This is an optimization exercise on Yosys and OpenROAD, whose aim is small area, a short achievable clock period and few clock cycles per item, not a production implementation. The RTL of this run was laid out without a check of its function.

`config.mk`:
```
export PLATFORM = sky130hd
export DESIGN_NAME = systolic_mm_top
export DESIGN_NICKNAME = systolic_mm_top
export VERILOG_FILES = /design/flow/design.v
export SDC_FILE = /design/flow/constraint.sdc
export NUM_CORES = 4
export LEC_CHECK = 0
export CAP_MARGIN = 20
export CORE_MARGIN = 2
export CORE_UTILIZATION = 65
export CTS_CLUSTER_DIAMETER = 80
export CTS_CLUSTER_SIZE = 30
export SETUP_SLACK_MARGIN = 3.5
export SLEW_MARGIN = 20
export SYNTH_HIERARCHICAL = 1
```
`constraint.sdc`:
```
create_clock -name core_clock -period 6.0 [get_ports {clk}]
set_input_delay 1.2000 -clock core_clock [delete_from_list [all_inputs] [get_ports {clk}]]
set_output_delay 1.2000 -clock core_clock [all_outputs]
set_load 0.01 [all_outputs]
```
`design.v`:
```
`timescale 1ns/1ps
module dot_s0 (
    input  logic [7:0] a0, a1, a2, a3,
    input  logic [7:0] b0, b1, b2, b3,
    output logic [47:0] co
);
    logic t0;
    logic t58;
    logic t116;
    logic t232;
    logic t174;
    logic t233;
    logic t1;
    logic t8;
    logic t59;
    logic t234;
    logic t66;
    logic t117;
    logic t124;
    logic t236;
    logic t377;
    logic t175;
    logic t182;
    logic t467;
    logic t468;
    logic t378;
    logic t235;
    logic t237;
    logic t2;
    logic t9;
    logic t16;
    logic t238;
    logic t379;
    logic t60;
    logic t67;
    logic t74;
    logic t240;
    logic t118;
    logic t125;
    logic t132;
    logic t242;
    logic t176;
    logic t183;
    logic t190;
    logic t244;
    logic t381;
    logic t469;
    logic t470;
    logic t380;
    logic t382;
    logic t239;
    logic t241;
    logic t243;
    logic t383;
    logic t471;
    logic t245;
    logic t3;
    logic t10;
    logic t17;
    logic t246;
    logic t24;
    logic t61;
    logic t68;
    logic t248;
    logic t385;
    logic t75;
    logic t82;
    logic t119;
    logic t250;
    logic t126;
    logic t133;
    logic t140;
    logic t252;
    logic t177;
    logic t184;
    logic t191;
    logic t254;
    logic t387;
    logic t198;
    logic t473;
    logic t528;
    logic t529;
    logic t472;
    logic t474;
    logic t384;
    logic t386;
    logic t388;
    logic t475;
    logic t530;
    logic t247;
    logic t249;
    logic t251;
    logic t389;
    logic t253;
    logic t255;
    logic t4;
    logic t11;
    logic t18;
    logic t256;
    logic t391;
    logic t25;
    logic t32;
    logic t62;
    logic t258;
    logic t69;
    logic t76;
    logic t83;
    logic t260;
    logic t90;
    logic t120;
    logic t127;
    logic t262;
    logic t393;
    logic t477;
    logic t134;
    logic t141;
    logic t148;
    logic t264;
    logic t178;
    logic t185;
    logic t192;
    logic t266;
    logic t199;
    logic t395;
    logic t206;
    logic t532;
    logic t531;
    logic t533;
    logic t476;
    logic t478;
    logic t390;
    logic t392;
    logic t394;
    logic t479;
    logic t534;
    logic t396;
    logic t257;
    logic t259;
    logic t261;
    logic t397;
    logic t263;
    logic t265;
    logic t267;
    logic t399;
    logic t481;
    logic t5;
    logic t12;
    logic t19;
    logic t268;
    logic t26;
    logic t33;
    logic t40;
    logic t270;
    logic t63;
    logic t70;
    logic t77;
    logic t272;
    logic t401;
    logic t84;
    logic t91;
    logic t98;
    logic t274;
    logic t121;
    logic t128;
    logic t135;
    logic t276;
    logic t142;
    logic t149;
    logic t156;
    logic t278;
    logic t403;
    logic t179;
    logic t186;
    logic t193;
    logic t280;
    logic t483;
    logic t200;
    logic t207;
    logic t214;
    logic t282;
    logic t536;
    logic t535;
    logic t537;
    logic t480;
    logic t482;
    logic t484;
    logic t538;
    logic t398;
    logic t400;
    logic t402;
    logic t485;
    logic t404;
    logic t269;
    logic t271;
    logic t273;
    logic t405;
    logic t275;
    logic t277;
    logic t279;
    logic t407;
    logic t487;
    logic t281;
    logic t283;
    logic t6;
    logic t13;
    logic t20;
    logic t284;
    logic t409;
    logic t27;
    logic t34;
    logic t41;
    logic t286;
    logic t47;
    logic t64;
    logic t71;
    logic t288;
    logic t78;
    logic t85;
    logic t92;
    logic t290;
    logic t411;
    logic t99;
    logic t105;
    logic t122;
    logic t292;
    logic t129;
    logic t136;
    logic t143;
    logic t294;
    logic t150;
    logic t157;
    logic t163;
    logic t296;
    logic t413;
    logic t489;
    logic t540;
    logic t180;
    logic t187;
    logic t194;
    logic t298;
    logic t201;
    logic t208;
    logic t215;
    logic t300;
    logic t221;
    logic t415;
    logic t539;
    logic t541;
    logic t486;
    logic t488;
    logic t490;
    logic t542;
    logic t406;
    logic t408;
    logic t410;
    logic t491;
    logic t412;
    logic t414;
    logic t416;
    logic t493;
    logic t285;
    logic t287;
    logic t289;
    logic t417;
    logic t291;
    logic t293;
    logic t295;
    logic t419;
    logic t297;
    logic t299;
    logic t301;
    logic t421;
    logic t495;
    logic t544;
    logic t7;
    logic t14;
    logic t21;
    logic t302;
    logic t28;
    logic t35;
    logic t42;
    logic t304;
    logic t48;
    logic t53;
    logic t65;
    logic t306;
    logic t423;
    logic t72;
    logic t79;
    logic t86;
    logic t308;
    logic t93;
    logic t100;
    logic t106;
    logic t310;
    logic t111;
    logic t123;
    logic t130;
    logic t312;
    logic t425;
    logic t137;
    logic t144;
    logic t151;
    logic t314;
    logic t158;
    logic t164;
    logic t169;
    logic t316;
    logic t181;
    logic t188;
    logic t195;
    logic t318;
    logic t427;
    logic t497;
    logic t202;
    logic t209;
    logic t216;
    logic t320;
    logic t222;
    logic t227;
    logic t322;
    logic t499;
    logic t543;
    logic t545;
    logic t492;
    logic t494;
    logic t496;
    logic t546;
    logic t498;
    logic t500;
    logic t418;
    logic t420;
    logic t422;
    logic t501;
    logic t548;
    logic t424;
    logic t426;
    logic t428;
    logic t503;
    logic t303;
    logic t305;
    logic t307;
    logic t429;
    logic t309;
    logic t311;
    logic t313;
    logic t431;
    logic t315;
    logic t317;
    logic t319;
    logic t433;
    logic t505;
    logic t321;
    logic t323;
    logic t15;
    logic t22;
    logic t29;
    logic t324;
    logic t435;
    logic t36;
    logic t43;
    logic t49;
    logic t326;
    logic t54;
    logic t73;
    logic t80;
    logic t328;
    logic t87;
    logic t94;
    logic t101;
    logic t330;
    logic t437;
    logic t107;
    logic t112;
    logic t131;
    logic t332;
    logic t138;
    logic t145;
    logic t152;
    logic t334;
    logic t159;
    logic t165;
    logic t170;
    logic t336;
    logic t439;
    logic t507;
    logic t550;
    logic t189;
    logic t196;
    logic t203;
    logic t338;
    logic t210;
    logic t217;
    logic t223;
    logic t340;
    logic t228;
    logic t441;
    logic t547;
    logic t549;
    logic t551;
    logic t502;
    logic t504;
    logic t506;
    logic t552;
    logic t508;
    logic t430;
    logic t432;
    logic t434;
    logic t509;
    logic t436;
    logic t438;
    logic t440;
    logic t511;
    logic t554;
    logic t442;
    logic t325;
    logic t327;
    logic t329;
    logic t443;
    logic t331;
    logic t333;
    logic t335;
    logic t445;
    logic t513;
    logic t337;
    logic t339;
    logic t341;
    logic t447;
    logic t23;
    logic t30;
    logic t37;
    logic t342;
    logic t44;
    logic t50;
    logic t55;
    logic t344;
    logic t81;
    logic t88;
    logic t95;
    logic t346;
    logic t449;
    logic t102;
    logic t108;
    logic t113;
    logic t348;
    logic t139;
    logic t146;
    logic t153;
    logic t350;
    logic t160;
    logic t166;
    logic t171;
    logic t352;
    logic t451;
    logic t515;
    logic t197;
    logic t204;
    logic t211;
    logic t354;
    logic t218;
    logic t224;
    logic t229;
    logic t356;
    logic t517;
    logic t556;
    logic t553;
    logic t555;
    logic t557;
    logic t510;
    logic t512;
    logic t514;
    logic t558;
    logic t516;
    logic t518;
    logic t444;
    logic t446;
    logic t448;
    logic t519;
    logic t560;
    logic t450;
    logic t452;
    logic t343;
    logic t345;
    logic t347;
    logic t453;
    logic t521;
    logic t349;
    logic t351;
    logic t353;
    logic t455;
    logic t355;
    logic t357;
    logic t31;
    logic t38;
    logic t45;
    logic t358;
    logic t457;
    logic t51;
    logic t56;
    logic t89;
    logic t360;
    logic t96;
    logic t103;
    logic t109;
    logic t362;
    logic t114;
    logic t147;
    logic t154;
    logic t364;
    logic t459;
    logic t523;
    logic t161;
    logic t167;
    logic t172;
    logic t366;
    logic t205;
    logic t212;
    logic t219;
    logic t368;
    logic t225;
    logic t230;
    logic t370;
    logic t461;
    logic t562;
    logic t559;
    logic t561;
    logic t563;
    logic t520;
    logic t522;
    logic t524;
    logic t564;
    logic t454;
    logic t456;
    logic t458;
    logic t525;
    logic t460;
    logic t462;
    logic t359;
    logic t361;
    logic t363;
    logic t463;
    logic t526;
    logic t365;
    logic t367;
    logic t369;
    logic t464;
    logic t371;
    logic t39;
    logic t46;
    logic t52;
    logic t372;
    logic t57;
    logic t97;
    logic t104;
    logic t373;
    logic t465;
    logic t110;
    logic t115;
    logic t155;
    logic t374;
    logic t162;
    logic t168;
    logic t173;
    logic t375;
    logic t213;
    logic t220;
    logic t226;
    logic t376;
    logic t466;
    logic t527;
    logic t565;
    logic t231;
    assign t0 = a0[0] & b0[0];
    assign t58 = a1[0] & b1[0];
    assign t116 = a2[0] & b2[0];
    fa u_fa1 (.a(t0), .b(t58), .c(t116), .s(t232), .co(t233));
    assign t174 = a3[0] & b3[0];
    assign t1 = a0[0] & b0[1];
    assign t8 = a0[1] & b0[0];
    assign t59 = a1[0] & b1[1];
    fa u_fa2 (.a(t1), .b(t8), .c(t59), .s(t234), .co(t235));
    assign t66 = a1[1] & b1[0];
    assign t117 = a2[0] & b2[1];
    assign t124 = a2[1] & b2[0];
    fa u_fa3 (.a(t66), .b(t117), .c(t124), .s(t236), .co(t237));
    fa u_fa4 (.a(t233), .b(t234), .c(t236), .s(t377), .co(t378));
    assign t175 = a3[0] & b3[1];
    assign t182 = a3[1] & b3[0];
    fa u_fa5 (.a(t377), .b(t175), .c(t182), .s(t467), .co(t468));
    assign t2 = a0[0] & b0[2];
    assign t9 = a0[1] & b0[1];
    assign t16 = a0[2] & b0[0];
    fa u_fa6 (.a(t2), .b(t9), .c(t16), .s(t238), .co(t239));
    fa u_fa7 (.a(t235), .b(t237), .c(t238), .s(t379), .co(t380));
    assign t60 = a1[0] & b1[2];
    assign t67 = a1[1] & b1[1];
    assign t74 = a1[2] & b1[0];
    fa u_fa8 (.a(t60), .b(t67), .c(t74), .s(t240), .co(t241));
    assign t118 = a2[0] & b2[2];
    assign t125 = a2[1] & b2[1];
    assign t132 = a2[2] & b2[0];
    fa u_fa9 (.a(t118), .b(t125), .c(t132), .s(t242), .co(t243));
    assign t176 = a3[0] & b3[2];
    assign t183 = a3[1] & b3[1];
    assign t190 = a3[2] & b3[0];
    fa u_fa10 (.a(t176), .b(t183), .c(t190), .s(t244), .co(t245));
    fa u_fa11 (.a(t240), .b(t242), .c(t244), .s(t381), .co(t382));
    fa u_fa12 (.a(t378), .b(t379), .c(t381), .s(t469), .co(t470));
    fa u_fa13 (.a(t239), .b(t241), .c(t243), .s(t383), .co(t384));
    fa u_fa14 (.a(t380), .b(t382), .c(t383), .s(t471), .co(t472));
    assign t3 = a0[0] & b0[3];
    assign t10 = a0[1] & b0[2];
    assign t17 = a0[2] & b0[1];
    fa u_fa15 (.a(t3), .b(t10), .c(t17), .s(t246), .co(t247));
    assign t24 = a0[3] & b0[0];
    assign t61 = a1[0] & b1[3];
    assign t68 = a1[1] & b1[2];
    fa u_fa16 (.a(t24), .b(t61), .c(t68), .s(t248), .co(t249));
    fa u_fa17 (.a(t245), .b(t246), .c(t248), .s(t385), .co(t386));
    assign t75 = a1[2] & b1[1];
    assign t82 = a1[3] & b1[0];
    assign t119 = a2[0] & b2[3];
    fa u_fa18 (.a(t75), .b(t82), .c(t119), .s(t250), .co(t251));
    assign t126 = a2[1] & b2[2];
    assign t133 = a2[2] & b2[1];
    assign t140 = a2[3] & b2[0];
    fa u_fa19 (.a(t126), .b(t133), .c(t140), .s(t252), .co(t253));
    assign t177 = a3[0] & b3[3];
    assign t184 = a3[1] & b3[2];
    assign t191 = a3[2] & b3[1];
    fa u_fa20 (.a(t177), .b(t184), .c(t191), .s(t254), .co(t255));
    fa u_fa21 (.a(t250), .b(t252), .c(t254), .s(t387), .co(t388));
    assign t198 = a3[3] & b3[0];
    fa u_fa22 (.a(t385), .b(t387), .c(t198), .s(t473), .co(t474));
    fa u_fa23 (.a(t470), .b(t471), .c(t473), .s(t528), .co(t529));
    fa u_fa24 (.a(t384), .b(t386), .c(t388), .s(t475), .co(t476));
    fa u_fa25 (.a(t472), .b(t474), .c(t475), .s(t530), .co(t531));
    fa u_fa26 (.a(t247), .b(t249), .c(t251), .s(t389), .co(t390));
    assign t4 = a0[0] & b0[4];
    assign t11 = a0[1] & b0[3];
    assign t18 = a0[2] & b0[2];
    fa u_fa27 (.a(t4), .b(t11), .c(t18), .s(t256), .co(t257));
    fa u_fa28 (.a(t253), .b(t255), .c(t256), .s(t391), .co(t392));
    assign t25 = a0[3] & b0[1];
    assign t32 = a0[4] & b0[0];
    assign t62 = a1[0] & b1[4];
    fa u_fa29 (.a(t25), .b(t32), .c(t62), .s(t258), .co(t259));
    assign t69 = a1[1] & b1[3];
    assign t76 = a1[2] & b1[2];
    assign t83 = a1[3] & b1[1];
    fa u_fa30 (.a(t69), .b(t76), .c(t83), .s(t260), .co(t261));
    assign t90 = a1[4] & b1[0];
    assign t120 = a2[0] & b2[4];
    assign t127 = a2[1] & b2[3];
    fa u_fa31 (.a(t90), .b(t120), .c(t127), .s(t262), .co(t263));
    fa u_fa32 (.a(t258), .b(t260), .c(t262), .s(t393), .co(t394));
    fa u_fa33 (.a(t389), .b(t391), .c(t393), .s(t477), .co(t478));
    assign t134 = a2[2] & b2[2];
    assign t141 = a2[3] & b2[1];
    assign t148 = a2[4] & b2[0];
    fa u_fa34 (.a(t134), .b(t141), .c(t148), .s(t264), .co(t265));
    assign t178 = a3[0] & b3[4];
    assign t185 = a3[1] & b3[3];
    assign t192 = a3[2] & b3[2];
    fa u_fa35 (.a(t178), .b(t185), .c(t192), .s(t266), .co(t267));
    assign t199 = a3[3] & b3[1];
    fa u_fa36 (.a(t264), .b(t266), .c(t199), .s(t395), .co(t396));
    assign t206 = a3[4] & b3[0];
    fa u_fa37 (.a(t477), .b(t395), .c(t206), .s(t532), .co(t533));
    fa u_fa38 (.a(t390), .b(t392), .c(t394), .s(t479), .co(t480));
    fa u_fa39 (.a(t476), .b(t478), .c(t479), .s(t534), .co(t535));
    fa u_fa40 (.a(t257), .b(t259), .c(t261), .s(t397), .co(t398));
    fa u_fa41 (.a(t263), .b(t265), .c(t267), .s(t399), .co(t400));
    fa u_fa42 (.a(t396), .b(t397), .c(t399), .s(t481), .co(t482));
    assign t5 = a0[0] & b0[5];
    assign t12 = a0[1] & b0[4];
    assign t19 = a0[2] & b0[3];
    fa u_fa43 (.a(t5), .b(t12), .c(t19), .s(t268), .co(t269));
    assign t26 = a0[3] & b0[2];
    assign t33 = a0[4] & b0[1];
    assign t40 = a0[5] & b0[0];
    fa u_fa44 (.a(t26), .b(t33), .c(t40), .s(t270), .co(t271));
    assign t63 = a1[0] & b1[5];
    assign t70 = a1[1] & b1[4];
    assign t77 = a1[2] & b1[3];
    fa u_fa45 (.a(t63), .b(t70), .c(t77), .s(t272), .co(t273));
    fa u_fa46 (.a(t268), .b(t270), .c(t272), .s(t401), .co(t402));
    assign t84 = a1[3] & b1[2];
    assign t91 = a1[4] & b1[1];
    assign t98 = a1[5] & b1[0];
    fa u_fa47 (.a(t84), .b(t91), .c(t98), .s(t274), .co(t275));
    assign t121 = a2[0] & b2[5];
    assign t128 = a2[1] & b2[4];
    assign t135 = a2[2] & b2[3];
    fa u_fa48 (.a(t121), .b(t128), .c(t135), .s(t276), .co(t277));
    assign t142 = a2[3] & b2[2];
    assign t149 = a2[4] & b2[1];
    assign t156 = a2[5] & b2[0];
    fa u_fa49 (.a(t142), .b(t149), .c(t156), .s(t278), .co(t279));
    fa u_fa50 (.a(t274), .b(t276), .c(t278), .s(t403), .co(t404));
    assign t179 = a3[0] & b3[5];
    assign t186 = a3[1] & b3[4];
    assign t193 = a3[2] & b3[3];
    fa u_fa51 (.a(t179), .b(t186), .c(t193), .s(t280), .co(t281));
    fa u_fa52 (.a(t401), .b(t403), .c(t280), .s(t483), .co(t484));
    assign t200 = a3[3] & b3[2];
    assign t207 = a3[4] & b3[1];
    assign t214 = a3[5] & b3[0];
    fa u_fa53 (.a(t200), .b(t207), .c(t214), .s(t282), .co(t283));
    fa u_fa54 (.a(t481), .b(t483), .c(t282), .s(t536), .co(t537));
    fa u_fa55 (.a(t480), .b(t482), .c(t484), .s(t538), .co(t539));
    fa u_fa56 (.a(t398), .b(t400), .c(t402), .s(t485), .co(t486));
    fa u_fa57 (.a(t269), .b(t271), .c(t273), .s(t405), .co(t406));
    fa u_fa58 (.a(t275), .b(t277), .c(t279), .s(t407), .co(t408));
    fa u_fa59 (.a(t404), .b(t405), .c(t407), .s(t487), .co(t488));
    assign t6 = a0[0] & b0[6];
    assign t13 = a0[1] & b0[5];
    assign t20 = a0[2] & b0[4];
    fa u_fa60 (.a(t6), .b(t13), .c(t20), .s(t284), .co(t285));
    fa u_fa61 (.a(t281), .b(t283), .c(t284), .s(t409), .co(t410));
    assign t27 = a0[3] & b0[3];
    assign t34 = a0[4] & b0[2];
    assign t41 = a0[5] & b0[1];
    fa u_fa62 (.a(t27), .b(t34), .c(t41), .s(t286), .co(t287));
    assign t47 = a0[6] & b0[0];
    assign t64 = a1[0] & b1[6];
    assign t71 = a1[1] & b1[5];
    fa u_fa63 (.a(t47), .b(t64), .c(t71), .s(t288), .co(t289));
    assign t78 = a1[2] & b1[4];
    assign t85 = a1[3] & b1[3];
    assign t92 = a1[4] & b1[2];
    fa u_fa64 (.a(t78), .b(t85), .c(t92), .s(t290), .co(t291));
    fa u_fa65 (.a(t286), .b(t288), .c(t290), .s(t411), .co(t412));
    assign t99 = a1[5] & b1[1];
    assign t105 = a1[6] & b1[0];
    assign t122 = a2[0] & b2[6];
    fa u_fa66 (.a(t99), .b(t105), .c(t122), .s(t292), .co(t293));
    assign t129 = a2[1] & b2[5];
    assign t136 = a2[2] & b2[4];
    assign t143 = a2[3] & b2[3];
    fa u_fa67 (.a(t129), .b(t136), .c(t143), .s(t294), .co(t295));
    assign t150 = a2[4] & b2[2];
    assign t157 = a2[5] & b2[1];
    assign t163 = a2[6] & b2[0];
    fa u_fa68 (.a(t150), .b(t157), .c(t163), .s(t296), .co(t297));
    fa u_fa69 (.a(t292), .b(t294), .c(t296), .s(t413), .co(t414));
    fa u_fa70 (.a(t409), .b(t411), .c(t413), .s(t489), .co(t490));
    fa u_fa71 (.a(t485), .b(t487), .c(t489), .s(t540), .co(t541));
    assign t180 = a3[0] & b3[6];
    assign t187 = a3[1] & b3[5];
    assign t194 = a3[2] & b3[4];
    fa u_fa72 (.a(t180), .b(t187), .c(t194), .s(t298), .co(t299));
    assign t201 = a3[3] & b3[3];
    assign t208 = a3[4] & b3[2];
    assign t215 = a3[5] & b3[1];
    fa u_fa73 (.a(t201), .b(t208), .c(t215), .s(t300), .co(t301));
    assign t221 = a3[6] & b3[0];
    fa u_fa74 (.a(t298), .b(t300), .c(t221), .s(t415), .co(t416));
    fa u_fa75 (.a(t486), .b(t488), .c(t490), .s(t542), .co(t543));
    fa u_fa76 (.a(t406), .b(t408), .c(t410), .s(t491), .co(t492));
    fa u_fa77 (.a(t412), .b(t414), .c(t416), .s(t493), .co(t494));
    fa u_fa78 (.a(t285), .b(t287), .c(t289), .s(t417), .co(t418));
    fa u_fa79 (.a(t291), .b(t293), .c(t295), .s(t419), .co(t420));
    fa u_fa80 (.a(t297), .b(t299), .c(t301), .s(t421), .co(t422));
    fa u_fa81 (.a(t417), .b(t419), .c(t421), .s(t495), .co(t496));
    fa u_fa82 (.a(t491), .b(t493), .c(t495), .s(t544), .co(t545));
    assign t7 = ~(a0[0] & b0[7]);
    assign t14 = a0[1] & b0[6];
    assign t21 = a0[2] & b0[5];
    fa u_fa83 (.a(t7), .b(t14), .c(t21), .s(t302), .co(t303));
    assign t28 = a0[3] & b0[4];
    assign t35 = a0[4] & b0[3];
    assign t42 = a0[5] & b0[2];
    fa u_fa84 (.a(t28), .b(t35), .c(t42), .s(t304), .co(t305));
    assign t48 = a0[6] & b0[1];
    assign t53 = ~(a0[7] & b0[0]);
    assign t65 = ~(a1[0] & b1[7]);
    fa u_fa85 (.a(t48), .b(t53), .c(t65), .s(t306), .co(t307));
    fa u_fa86 (.a(t302), .b(t304), .c(t306), .s(t423), .co(t424));
    assign t72 = a1[1] & b1[6];
    assign t79 = a1[2] & b1[5];
    assign t86 = a1[3] & b1[4];
    fa u_fa87 (.a(t72), .b(t79), .c(t86), .s(t308), .co(t309));
    assign t93 = a1[4] & b1[3];
    assign t100 = a1[5] & b1[2];
    assign t106 = a1[6] & b1[1];
    fa u_fa88 (.a(t93), .b(t100), .c(t106), .s(t310), .co(t311));
    assign t111 = ~(a1[7] & b1[0]);
    assign t123 = ~(a2[0] & b2[7]);
    assign t130 = a2[1] & b2[6];
    fa u_fa89 (.a(t111), .b(t123), .c(t130), .s(t312), .co(t313));
    fa u_fa90 (.a(t308), .b(t310), .c(t312), .s(t425), .co(t426));
    assign t137 = a2[2] & b2[5];
    assign t144 = a2[3] & b2[4];
    assign t151 = a2[4] & b2[3];
    fa u_fa91 (.a(t137), .b(t144), .c(t151), .s(t314), .co(t315));
    assign t158 = a2[5] & b2[2];
    assign t164 = a2[6] & b2[1];
    assign t169 = ~(a2[7] & b2[0]);
    fa u_fa92 (.a(t158), .b(t164), .c(t169), .s(t316), .co(t317));
    assign t181 = ~(a3[0] & b3[7]);
    assign t188 = a3[1] & b3[6];
    assign t195 = a3[2] & b3[5];
    fa u_fa93 (.a(t181), .b(t188), .c(t195), .s(t318), .co(t319));
    fa u_fa94 (.a(t314), .b(t316), .c(t318), .s(t427), .co(t428));
    fa u_fa95 (.a(t423), .b(t425), .c(t427), .s(t497), .co(t498));
    assign t202 = a3[3] & b3[4];
    assign t209 = a3[4] & b3[3];
    assign t216 = a3[5] & b3[2];
    fa u_fa96 (.a(t202), .b(t209), .c(t216), .s(t320), .co(t321));
    assign t222 = a3[6] & b3[1];
    assign t227 = ~(a3[7] & b3[0]);
    ha u_ha97 (.a(t222), .b(t227), .s(t322), .co(t323));
    ha u_ha98 (.a(t320), .b(t322), .s(t499), .co(t500));
    fa u_fa99 (.a(t492), .b(t494), .c(t496), .s(t546), .co(t547));
    fa u_fa100 (.a(t418), .b(t420), .c(t422), .s(t501), .co(t502));
    fa u_fa101 (.a(t498), .b(t500), .c(t501), .s(t548), .co(t549));
    fa u_fa102 (.a(t424), .b(t426), .c(t428), .s(t503), .co(t504));
    fa u_fa103 (.a(t303), .b(t305), .c(t307), .s(t429), .co(t430));
    fa u_fa104 (.a(t309), .b(t311), .c(t313), .s(t431), .co(t432));
    fa u_fa105 (.a(t315), .b(t317), .c(t319), .s(t433), .co(t434));
    fa u_fa106 (.a(t429), .b(t431), .c(t433), .s(t505), .co(t506));
    assign t15 = ~(a0[1] & b0[7]);
    assign t22 = a0[2] & b0[6];
    assign t29 = a0[3] & b0[5];
    fa u_fa107 (.a(t15), .b(t22), .c(t29), .s(t324), .co(t325));
    fa u_fa108 (.a(t321), .b(t323), .c(t324), .s(t435), .co(t436));
    assign t36 = a0[4] & b0[4];
    assign t43 = a0[5] & b0[3];
    assign t49 = a0[6] & b0[2];
    fa u_fa109 (.a(t36), .b(t43), .c(t49), .s(t326), .co(t327));
    assign t54 = ~(a0[7] & b0[1]);
    assign t73 = ~(a1[1] & b1[7]);
    assign t80 = a1[2] & b1[6];
    fa u_fa110 (.a(t54), .b(t73), .c(t80), .s(t328), .co(t329));
    assign t87 = a1[3] & b1[5];
    assign t94 = a1[4] & b1[4];
    assign t101 = a1[5] & b1[3];
    fa u_fa111 (.a(t87), .b(t94), .c(t101), .s(t330), .co(t331));
    fa u_fa112 (.a(t326), .b(t328), .c(t330), .s(t437), .co(t438));
    assign t107 = a1[6] & b1[2];
    assign t112 = ~(a1[7] & b1[1]);
    assign t131 = ~(a2[1] & b2[7]);
    fa u_fa113 (.a(t107), .b(t112), .c(t131), .s(t332), .co(t333));
    assign t138 = a2[2] & b2[6];
    assign t145 = a2[3] & b2[5];
    assign t152 = a2[4] & b2[4];
    fa u_fa114 (.a(t138), .b(t145), .c(t152), .s(t334), .co(t335));
    assign t159 = a2[5] & b2[3];
    assign t165 = a2[6] & b2[2];
    assign t170 = ~(a2[7] & b2[1]);
    fa u_fa115 (.a(t159), .b(t165), .c(t170), .s(t336), .co(t337));
    fa u_fa116 (.a(t332), .b(t334), .c(t336), .s(t439), .co(t440));
    fa u_fa117 (.a(t435), .b(t437), .c(t439), .s(t507), .co(t508));
    fa u_fa118 (.a(t503), .b(t505), .c(t507), .s(t550), .co(t551));
    assign t189 = ~(a3[1] & b3[7]);
    assign t196 = a3[2] & b3[6];
    assign t203 = a3[3] & b3[5];
    fa u_fa119 (.a(t189), .b(t196), .c(t203), .s(t338), .co(t339));
    assign t210 = a3[4] & b3[4];
    assign t217 = a3[5] & b3[3];
    assign t223 = a3[6] & b3[2];
    fa u_fa120 (.a(t210), .b(t217), .c(t223), .s(t340), .co(t341));
    assign t228 = ~(a3[7] & b3[1]);
    fa u_fa121 (.a(t338), .b(t340), .c(t228), .s(t441), .co(t442));
    fa u_fa122 (.a(t502), .b(t504), .c(t506), .s(t552), .co(t553));
    fa u_fa123 (.a(t430), .b(t432), .c(t434), .s(t509), .co(t510));
    fa u_fa124 (.a(t436), .b(t438), .c(t440), .s(t511), .co(t512));
    fa u_fa125 (.a(t508), .b(t509), .c(t511), .s(t554), .co(t555));
    fa u_fa126 (.a(t325), .b(t327), .c(t329), .s(t443), .co(t444));
    fa u_fa127 (.a(t331), .b(t333), .c(t335), .s(t445), .co(t446));
    fa u_fa128 (.a(t442), .b(t443), .c(t445), .s(t513), .co(t514));
    fa u_fa129 (.a(t337), .b(t339), .c(t341), .s(t447), .co(t448));
    assign t23 = ~(a0[2] & b0[7]);
    assign t30 = a0[3] & b0[6];
    assign t37 = a0[4] & b0[5];
    fa u_fa130 (.a(t23), .b(t30), .c(t37), .s(t342), .co(t343));
    assign t44 = a0[5] & b0[4];
    assign t50 = a0[6] & b0[3];
    assign t55 = ~(a0[7] & b0[2]);
    fa u_fa131 (.a(t44), .b(t50), .c(t55), .s(t344), .co(t345));
    assign t81 = ~(a1[2] & b1[7]);
    assign t88 = a1[3] & b1[6];
    assign t95 = a1[4] & b1[5];
    fa u_fa132 (.a(t81), .b(t88), .c(t95), .s(t346), .co(t347));
    fa u_fa133 (.a(t342), .b(t344), .c(t346), .s(t449), .co(t450));
    assign t102 = a1[5] & b1[4];
    assign t108 = a1[6] & b1[3];
    assign t113 = ~(a1[7] & b1[2]);
    fa u_fa134 (.a(t102), .b(t108), .c(t113), .s(t348), .co(t349));
    assign t139 = ~(a2[2] & b2[7]);
    assign t146 = a2[3] & b2[6];
    assign t153 = a2[4] & b2[5];
    fa u_fa135 (.a(t139), .b(t146), .c(t153), .s(t350), .co(t351));
    assign t160 = a2[5] & b2[4];
    assign t166 = a2[6] & b2[3];
    assign t171 = ~(a2[7] & b2[2]);
    fa u_fa136 (.a(t160), .b(t166), .c(t171), .s(t352), .co(t353));
    fa u_fa137 (.a(t348), .b(t350), .c(t352), .s(t451), .co(t452));
    fa u_fa138 (.a(t447), .b(t449), .c(t451), .s(t515), .co(t516));
    assign t197 = ~(a3[2] & b3[7]);
    assign t204 = a3[3] & b3[6];
    assign t211 = a3[4] & b3[5];
    fa u_fa139 (.a(t197), .b(t204), .c(t211), .s(t354), .co(t355));
    assign t218 = a3[5] & b3[4];
    assign t224 = a3[6] & b3[3];
    assign t229 = ~(a3[7] & b3[2]);
    fa u_fa140 (.a(t218), .b(t224), .c(t229), .s(t356), .co(t357));
    ha u_ha141 (.a(t354), .b(t356), .s(t517), .co(t518));
    fa u_fa142 (.a(t513), .b(t515), .c(t517), .s(t556), .co(t557));
    fa u_fa143 (.a(t510), .b(t512), .c(t514), .s(t558), .co(t559));
    fa u_fa144 (.a(t444), .b(t446), .c(t448), .s(t519), .co(t520));
    fa u_fa145 (.a(t516), .b(t518), .c(t519), .s(t560), .co(t561));
    fa u_fa146 (.a(t343), .b(t345), .c(t347), .s(t453), .co(t454));
    fa u_fa147 (.a(t450), .b(t452), .c(t453), .s(t521), .co(t522));
    fa u_fa148 (.a(t349), .b(t351), .c(t353), .s(t455), .co(t456));
    assign t31 = ~(a0[3] & b0[7]);
    assign t38 = a0[4] & b0[6];
    assign t45 = a0[5] & b0[5];
    fa u_fa149 (.a(t31), .b(t38), .c(t45), .s(t358), .co(t359));
    fa u_fa150 (.a(t355), .b(t357), .c(t358), .s(t457), .co(t458));
    assign t51 = a0[6] & b0[4];
    assign t56 = ~(a0[7] & b0[3]);
    assign t89 = ~(a1[3] & b1[7]);
    fa u_fa151 (.a(t51), .b(t56), .c(t89), .s(t360), .co(t361));
    assign t96 = a1[4] & b1[6];
    assign t103 = a1[5] & b1[5];
    assign t109 = a1[6] & b1[4];
    fa u_fa152 (.a(t96), .b(t103), .c(t109), .s(t362), .co(t363));
    assign t114 = ~(a1[7] & b1[3]);
    assign t147 = ~(a2[3] & b2[7]);
    assign t154 = a2[4] & b2[6];
    fa u_fa153 (.a(t114), .b(t147), .c(t154), .s(t364), .co(t365));
    fa u_fa154 (.a(t360), .b(t362), .c(t364), .s(t459), .co(t460));
    fa u_fa155 (.a(t455), .b(t457), .c(t459), .s(t523), .co(t524));
    assign t161 = a2[5] & b2[5];
    assign t167 = a2[6] & b2[4];
    assign t172 = ~(a2[7] & b2[3]);
    fa u_fa156 (.a(t161), .b(t167), .c(t172), .s(t366), .co(t367));
    assign t205 = ~(a3[3] & b3[7]);
    assign t212 = a3[4] & b3[6];
    assign t219 = a3[5] & b3[5];
    fa u_fa157 (.a(t205), .b(t212), .c(t219), .s(t368), .co(t369));
    assign t225 = a3[6] & b3[4];
    assign t230 = ~(a3[7] & b3[3]);
    fa u_fa158 (.a(t225), .b(t230), .c(1'b1), .s(t370), .co(t371));
    fa u_fa159 (.a(t366), .b(t368), .c(t370), .s(t461), .co(t462));
    fa u_fa160 (.a(t521), .b(t523), .c(t461), .s(t562), .co(t563));
    assign t564 = t520 ^ t522 ^ t524;
    assign t525 = t454 ^ t456 ^ t458;
    assign t463 = t359 ^ t361 ^ t363;
    assign t526 = t460 ^ t462 ^ t463;
    assign t464 = t365 ^ t367 ^ t369;
    assign t39 = ~(a0[4] & b0[7]);
    assign t46 = a0[5] & b0[6];
    assign t52 = a0[6] & b0[5];
    assign t372 = t39 ^ t46 ^ t52;
    assign t57 = ~(a0[7] & b0[4]);
    assign t97 = ~(a1[4] & b1[7]);
    assign t104 = a1[5] & b1[6];
    assign t373 = t57 ^ t97 ^ t104;
    assign t465 = t371 ^ t372 ^ t373;
    assign t110 = a1[6] & b1[5];
    assign t115 = ~(a1[7] & b1[4]);
    assign t155 = ~(a2[4] & b2[7]);
    assign t374 = t110 ^ t115 ^ t155;
    assign t162 = a2[5] & b2[6];
    assign t168 = a2[6] & b2[5];
    assign t173 = ~(a2[7] & b2[4]);
    assign t375 = t162 ^ t168 ^ t173;
    assign t213 = ~(a3[4] & b3[7]);
    assign t220 = a3[5] & b3[6];
    assign t226 = a3[6] & b3[5];
    assign t376 = t213 ^ t220 ^ t226;
    assign t466 = t374 ^ t375 ^ t376;
    assign t527 = t464 ^ t465 ^ t466;
    assign t565 = t525 ^ t526 ^ t527;
    assign t231 = ~(a3[7] & b3[4]);
    assign co[0] = t232;
    assign co[1] = t174;
    assign co[2] = t467;
    assign co[3] = t468;
    assign co[4] = t469;
    assign co[5] = t528;
    assign co[6] = t529;
    assign co[7] = t530;
    assign co[8] = t532;
    assign co[9] = t531;
    assign co[10] = t533;
    assign co[11] = t534;
    assign co[12] = t536;
    assign co[13] = t535;
    assign co[14] = t537;
    assign co[15] = t538;
    assign co[16] = t540;
    assign co[17] = t415;
    assign co[18] = t539;
    assign co[19] = t541;
    assign co[20] = t542;
    assign co[21] = t544;
    assign co[22] = t497;
    assign co[23] = t499;
    assign co[24] = t543;
    assign co[25] = t545;
    assign co[26] = t546;
    assign co[27] = t548;
    assign co[28] = t550;
    assign co[29] = t441;
    assign co[30] = t547;
    assign co[31] = t549;
    assign co[32] = t551;
    assign co[33] = t552;
    assign co[34] = t554;
    assign co[35] = t556;
    assign co[36] = t553;
    assign co[37] = t555;
    assign co[38] = t557;
    assign co[39] = t558;
    assign co[40] = t560;
    assign co[41] = t562;
    assign co[42] = t559;
    assign co[43] = t561;
    assign co[44] = t563;
    assign co[45] = t564;
    assign co[46] = t565;
    assign co[47] = t231;
endmodule
module dot_s1 (
    input  logic [47:0] ci,
    output logic [7:0] res
);
    logic t603;
    logic t604;
    logic t605;
    logic t606;
    logic t566;
    logic t567;
    logic t568;
    logic t590;
    logic t591;
    logic t569;
    logic t570;
    logic t592;
    logic t607;
    logic t608;
    logic t593;
    logic t571;
    logic t572;
    logic t574;
    logic t594;
    logic t609;
    logic t610;
    logic t595;
    logic t573;
    logic t575;
    logic t576;
    logic t596;
    logic t578;
    logic t611;
    logic t612;
    logic t597;
    logic t577;
    logic t579;
    logic t580;
    logic t598;
    logic t582;
    logic t613;
    logic t614;
    logic t599;
    logic t581;
    logic t583;
    logic t584;
    logic t600;
    logic t586;
    logic t615;
    logic t616;
    logic t601;
    logic t585;
    logic t587;
    logic t588;
    logic t602;
    logic t589;
    logic t617;
    ha u_ha161 (.a(ci[0]), .b(ci[1]), .s(t603), .co(t604));
    ha u_ha162 (.a(ci[3]), .b(ci[4]), .s(t605), .co(t606));
    fa u_fa163 (.a(ci[6]), .b(ci[7]), .c(ci[8]), .s(t566), .co(t567));
    fa u_fa164 (.a(ci[9]), .b(ci[10]), .c(ci[11]), .s(t568), .co(t569));
    fa u_fa165 (.a(t567), .b(t568), .c(ci[12]), .s(t590), .co(t591));
    fa u_fa166 (.a(ci[13]), .b(ci[14]), .c(ci[15]), .s(t570), .co(t571));
    fa u_fa167 (.a(t569), .b(t570), .c(ci[16]), .s(t592), .co(t593));
    fa u_fa168 (.a(t591), .b(t592), .c(ci[17]), .s(t607), .co(t608));
    fa u_fa169 (.a(ci[18]), .b(ci[19]), .c(ci[20]), .s(t572), .co(t573));
    fa u_fa170 (.a(ci[21]), .b(ci[22]), .c(ci[23]), .s(t574), .co(t575));
    fa u_fa171 (.a(t571), .b(t572), .c(t574), .s(t594), .co(t595));
    ha u_ha172 (.a(t593), .b(t594), .s(t609), .co(t610));
    fa u_fa173 (.a(ci[24]), .b(ci[25]), .c(ci[26]), .s(t576), .co(t577));
    fa u_fa174 (.a(t573), .b(t575), .c(t576), .s(t596), .co(t597));
    fa u_fa175 (.a(ci[27]), .b(ci[28]), .c(ci[29]), .s(t578), .co(t579));
    fa u_fa176 (.a(t595), .b(t596), .c(t578), .s(t611), .co(t612));
    fa u_fa177 (.a(ci[30]), .b(ci[31]), .c(ci[32]), .s(t580), .co(t581));
    fa u_fa178 (.a(t577), .b(t579), .c(t580), .s(t598), .co(t599));
    fa u_fa179 (.a(ci[33]), .b(ci[34]), .c(ci[35]), .s(t582), .co(t583));
    fa u_fa180 (.a(t597), .b(t598), .c(t582), .s(t613), .co(t614));
    fa u_fa181 (.a(ci[36]), .b(ci[37]), .c(ci[38]), .s(t584), .co(t585));
    fa u_fa182 (.a(t581), .b(t583), .c(t584), .s(t600), .co(t601));
    fa u_fa183 (.a(ci[39]), .b(ci[40]), .c(ci[41]), .s(t586), .co(t587));
    fa u_fa184 (.a(t599), .b(t600), .c(t586), .s(t615), .co(t616));
    assign t588 = ci[42] ^ ci[43] ^ ci[44];
    assign t602 = t585 ^ t587 ^ t588;
    assign t589 = ci[45] ^ ci[46] ^ ci[47];
    assign t617 = t601 ^ t602 ^ t589;
    logic [11:0] r0, r1, s;
    assign r0 = {t616, t614, t612, t610, t608, t607, t590, t566, t606, t605, t604, t603};
    assign r1 = {t617, t615, t613, t611, t609, 1'b0, 1'b0, 1'b0, ci[5], 1'b0, ci[2], 1'b0};
    assign s = r0 + r1;
    assign res = s[11:4];
endmodule
`timescale 1ns/1ps
module fa (
    input  logic a,
    input  logic b,
    input  logic c,
    output logic s,
    output logic co
);
    assign s  = a ^ b ^ c;
    assign co = (a & b) | (a & c) | (b & c);
endmodule
module ha (
    input  logic a,
    input  logic b,
    output logic s,
    output logic co
);
    assign s  = a ^ b;
    assign co = a & b;
endmodule
`timescale 1ns/1ps
module systolic_mm_top (
    input  logic                  clk,
    input  logic                  rst,
    input  logic                  in_valid,
    input  logic [8-1:0] in_data,
    output logic                  out_valid,
    output logic [8-1:0] out_data,
    output logic                  busy,
    output logic                  done
);
    localparam int LAT = 2;
    logic       acc_en;   
    logic [4:0] cnt;      
    logic       cv;       
    logic [3:0] n;        
    logic       take;
    logic       vq;       
    logic [4:0] iq;       
    logic       rot;
    logic [1:0] rowsel;
    logic [LAT-1:0] vp;   
    logic [LAT-1:0] lp;   
    logic [LAT:0] lpx;    
    assign take = in_valid && acc_en;
    assign lpx  = {lp, cv && n == 4'd15};
    assign rot  = cv && (n[3:2] != 2'd0 || n[1:0] == 2'd3);
    always_ff @(posedge clk or negedge rst) begin
        if (!rst) begin
            acc_en <= 1'b1;
            cnt    <= '0;
            cv     <= 1'b0;
            n      <= '0;
            vq     <= 1'b0;
            iq     <= '0;
            vp     <= '0;
            lp     <= '0;
            busy   <= 1'b0;
        end else begin
            vq <= take;
            iq <= cnt;
            if (take) begin
                cnt <= cnt + 5'd1;
                if (cnt == 5'd31) acc_en <= 1'b0;
            end
            if (lpx[LAT-1]) acc_en <= 1'b1;  
            if (take && cnt[4:2] == 3'b111) begin
                cv <= 1'b1;
                n  <= {2'b00, cnt[1:0]};
            end else if (rot && n != 4'd15) begin
                cv <= 1'b1;
                n  <= n + 4'd1;
            end else begin
                cv <= 1'b0;
            end
            vp <= LAT'({vp, cv});
            lp <= lpx[LAT-1:0];
            if (take && cnt == 5'd0) busy <= 1'b1;
            else if (done)           busy <= 1'b0;
        end
    end
    assign out_valid = vp[LAT-1];
    assign done      = lp[LAT-1];
    logic [7:0] a_mem [16];
    logic [7:0] bq    [16];
    always_ff @(posedge clk) begin
        if (vq && !iq[4]) a_mem[iq[3:0]] <= bq[0];
    end
    always_ff @(posedge clk) begin
        bq[0] <= rot ? bq[3] : in_data;
        if (rot) begin
            for (int r = 0; r < 4; r++) begin
                bq[4*r+1] <= bq[4*r];
                bq[4*r+2] <= bq[4*r+1];
                bq[4*r+3] <= bq[4*r+2];
            end
            bq[4]  <= bq[7];
            bq[8]  <= bq[11];
            bq[12] <= bq[15];
        end else if (vq && iq[4]) begin
            for (int p = 1; p < 16; p++) bq[p] <= bq[p-1];
        end
    end
    assign rowsel = cv ? (n[3:2] + {1'b0, n[1:0] == 2'd3}) : 2'd0;
    logic [7:0] ta [4];
    logic [7:0] tb [4];
    logic [7:0] res;
    always_ff @(posedge clk) begin
        for (int k = 0; k < 4; k++) ta[k] <= a_mem[{rowsel, 2'(k)}];
    end
    always_comb begin
        for (int k = 0; k < 4; k++) tb[k] = bq[12 - 4*k];
    end
    logic [47:0] c0_d, c0_q;
    dot_s0 u_s0 (.a0(ta[0]), .a1(ta[1]), .a2(ta[2]), .a3(ta[3]), .b0(tb[0]), .b1(tb[1]), .b2(tb[2]), .b3(tb[3]), .co(c0_d));
    always_ff @(posedge clk) c0_q <= c0_d;
    dot_s1 u_s1 (.ci(c0_q), .res(res));
    always_ff @(posedge clk) out_data <= res;
endmodule
```
`run.sh`:
```
#!/bin/bash
# synth_recipe.tcl (not shown) runs the flow's synth.tcl, then flattens the netlist and writes it again
# the make line also repeats each setting of config.mk as NAME=value (left out here)
make -C /OpenROAD-flow-scripts/flow DESIGN_CONFIG=/design/flow/config.mk WORK_HOME=/design/flow/orfs CLKGATE_MAP_FILE= SYNTH_SCRIPT=/design/flow/synth_recipe.tcl finish
```
==> results.tsv <==
stage	metric	value	unit
global_routing	first-pass GRT wire length	55400	um
global_routing	Overall Global Routing Usage	26.8	%
job	Max-Cap Viols	0	
setup_path	crit-path cells	fa_1, fa_1, fa_1, ha_4, nand4_1, nor3_4, or4_1, o311ai_1	
floorplanning	Initial Util	66.0	%
detailed_routing	First-pass DRT Iterations	5	
clock_network	clk root buf	clkbuf_16	
synthesis	Synth Instances	1055	
placement	pre-CTS setup slack	2.95	ns
timing	RSZ-0062 raised after global routing	true	
clock_network	TritonCTS clock tree	built	
synthesis	share of the synthesized area in the top cell type	42.1	%
timing	post-layout min period	2.97	ns
global_routing	vias in the first global route	9021	
min_path	worst hold-check path type	flop to flop	
synthesis	Mean Syn Cell Area	16.8	um^2
setup_path	most frequent CP cell	fa_1	
timing	clock skew	0.0320	ns
synthesis	Main synth FF type	edfxtp_1	
floorplanning	Rows	60	
floorplanning	Die W	169	um
placement	hpwl dp	24700	um
layout	most frequent cells in the layout	248 x edfxtp_1, 121 x and2_1, 104 x fa_2	
setup_path	CP Data Arrival Time	3.39	ns
synthesis	library cells used by synthesis	52	
synthesis	ys async rst share	6.01	%
clock_network	Hold Buf Count CTS	0	
setup_path	Critical Path Max Stage Delay	0.56	ns
setup_path	Critical Path Slowest Stage Cell	fa_1	
clock_network	clock latency at the later pin of the worst-skew pair	0.53	ns
synthesis	syn_nets	1260	
floorplanning	io pins	22	
synthesis	#FFs+latches synth	366	
synthesis	Synth Area in XOR/XNOR	2.56	%
detailed_routing	post-route ant nets	0	
synthesis	largest family of logic cells by synthesized area	adder cells	
detailed_routing	Initial DRC Count	739	
timing	setup violators final	0	
synthesis	synthesized cell area	17700	um^2
clock_network	H-tree Lvls	1	
status	status	no timing/DRC/antenna violations	
synthesis	cell type with the largest total area after synthesis	edfxtp_1	
synthesis	synthesized-area fraction occupied by and/or/nand/nor cells	9.58	%
setup_path	Max FO, Critical Path	3	
layout	utilization after layout	73.3	%
timing	setup ws final	3.03	ns
layout	layout cells sized above 1	34.7	%
floorplanning	die footprint	28500	um^2
timing	worst-margin pin slew	0.927	ns
timing	Max Freq	337	MHz
floorplanning	area of the core	26800	um^2
floorplanning	Die Ht	169	um
detailed_routing	wirelength, routed	36900	um
clock_network	total CTS buffers	17	
timing	Max Slew Vio Count	0	
layout	commonest non-fill, non-tap cell in the layout	edfxtp_1	
synthesis	post-synthesis mux area share	6.73	%
detailed_routing	DR vias/cell	5.85	
timing	endpoints failing hold	0	
clock_network	CTS sink cnt	366	
synthesis	EDFF count, synth	248	
placement	placer congestion estimate	0.881	
clock_network	clk slew on worst S/H paths	0.11	ns
synthesis	compound-cell area share of the yosys netlist	0.835	%
layout	area growth from synthesis to layout	11.0	%
timing	Max-slew headroom	38.0	%
placement	placed cells	1363	
detailed_routing	Vias	8547	
synthesis	Seq/Total Area, Yosys	56.1	%
timing	period utilization	49.5	%
setup_path	Req. time, crit path	6.42	ns
global_routing	initial antenna violation count	0	
layout	Nets	1314	
synthesis	Area contributors post-synth	edfxtp_1 42%, fa_1 20%, dfxtp_1 11%	
layout	non-filler cells, final	1461	
setup_path	Worst setup SP type	flop	
detailed_routing	routed length per instance	25.3	um
detailed_routing	Post-route DRC	0	
synthesis	post-synthesis adder-cell area fraction	21.3	%
synthesis	Ys Warns	13	
timing	setup_tns	0	ns
setup_path	crit end category	flop	
setup_path	critical path class	flop to flop	
placement	Port Buffers	21	
global_routing	total grt overflow	0	
global_routing	largest net degree at the start of global routing	46	
layout	Antenna diodes	0	
clock_network	clock buffer depth	3	
-- cell type report --
class                   instances  area, um^2
fillers                      1648        7160
well taps                     341         427
multi-input cells             622        7800
clock buffers                  25         455
repair buffers                 93         858
flip-flops and latches        366        9980
clock inverters                 5        73.8
inverters                       9        33.8
-- final timing paths --
kind / start / end / slack (ns) / cells past startpoint
max in group asynchronous: rst / cv / 4.22 / 1
worst max register to register: c0_q[24] / out_data[6] / 3.03 / 8
worst max-delay path: c0_q[24] / out_data[6] / 3.03 / 8
worst min-delay path: vp[0] / vp[1] / 0.36 / 0
worst min register to register: vp[0] / vp[1] / 0.36 / 0
min in group asynchronous: rst / cnt[3] / 1.18 / 1
-- worst max-delay path, delay by kind of cell, from the launching register on --
kind	cells	cell delay [ns]
fa+ha+maj	4	1.75
compound gates	1	0.11
flops	1	0.34
simple gates	3	0.66
-- through the flow --
| step | hold slack, ns | area, um^2 |
|---|---|---|
| 2_1_floorplan | 0.331 | 17900 |
| 3_3_place_gp | 0.337 | 18100 |
| 3_5_place_dp | 0.340 | 18100 |
| 4_1_cts | 0.365 | 19300 |
| 5_1_grt | 0.374 | 19600 |
| 6_report | 0.362 | 19600 |
-- timing repair --
action / 4_1_cts / 5_1_grt
endpoints found under the setup margin: 175 / 105
cloned: 2 / 0
pin swaps: 62 / 66
resized for setup: 144 / 68
buffers inserted: 47 / 19
-- registers in the layout, indices dropped and copies added, names as in the netlist, 4 cells and up --
signal,count
c0_q,48
n,4
out_data,8
ta,32
cnt,5
iq,5
a_mem,128
bq,128
-- Yosys stat by module, one instance, submodules excluded --
module | flops+latches | copies in the design
dot_s1 | 0 | 1
ha | 0 | 6
fa | 0 | 178
systolic_mm_top | 366 | 1
dot_s0 | 0 | 1
-- synth_stat cells, types with 3 or more instances --
master	n
mux2_2	3
xor2_1	7
edfxtp_1	248
nand2_2	3
dfxtp_1	96
nand2_1	58
or4_1	3
and2_1	178
xnor2_2	3
and2_2	7
nor2_1	16
nand2b_1	3
xnor2_1	34
buf_2	3
nor3_1	10
nand4_1	5
o21ai_0	3
mux2_4	29
mux4_2	32
buf_4	52
ha_1	16
dfrtp_1	21
buf_12	3
nand3_1	3
fa_1	178
inv_1	9
-- cell families after synthesis --
group                      count (synthesis)
muxes                                     64
adders and majority gates                194
AOI/OAI and AO/OA                         19
xor gates and xnor gates                  46
DFF                                      366
and+or+nand+nor                          296
other                                      1
buffers and inverters                     69
-- metal layers --
metal	up-vias	wire length [um]	global-route usage, %
li1	3700	-	-
met2	282	18000	44.5
met4	0	765	5.51
met5	-	0	0
met3	50	2180	3.32
met1	4515	16000	39.3

==> static timing again, ports no longer ideal <==
Ports are ideal in the flow. The routed layout listed here was re-timed in OpenROAD.
Step 1 (the two cells are an assumption about what drives the block):
set clk [get_ports {clk}]
set_driving_cell -lib_cell sky130_fd_sc_hd__clkbuf_16 $clk
set_driving_cell -lib_cell sky130_fd_sc_hd__buf_2 [delete_from_list [all_inputs] $clk]
Step 2 times the ports against the registers' clock, not the clock port: input delays grow and output delays shrink by t, the midpoint of the rising clock arrivals with the driver on.
a / b / c = no drivers / after step 1 / after step 2; a / b = the first two.
shift t [ns]: 0.570
setup WS [ns]: 3.032 / 3.032 / 3.032
worst slew at a driven data input, ns: 0.04
After both steps setup and hold are still met in this run. For this run, drivers alone change the setup slack by 0.000 ns; drivers and shift together by 0.000 ns.
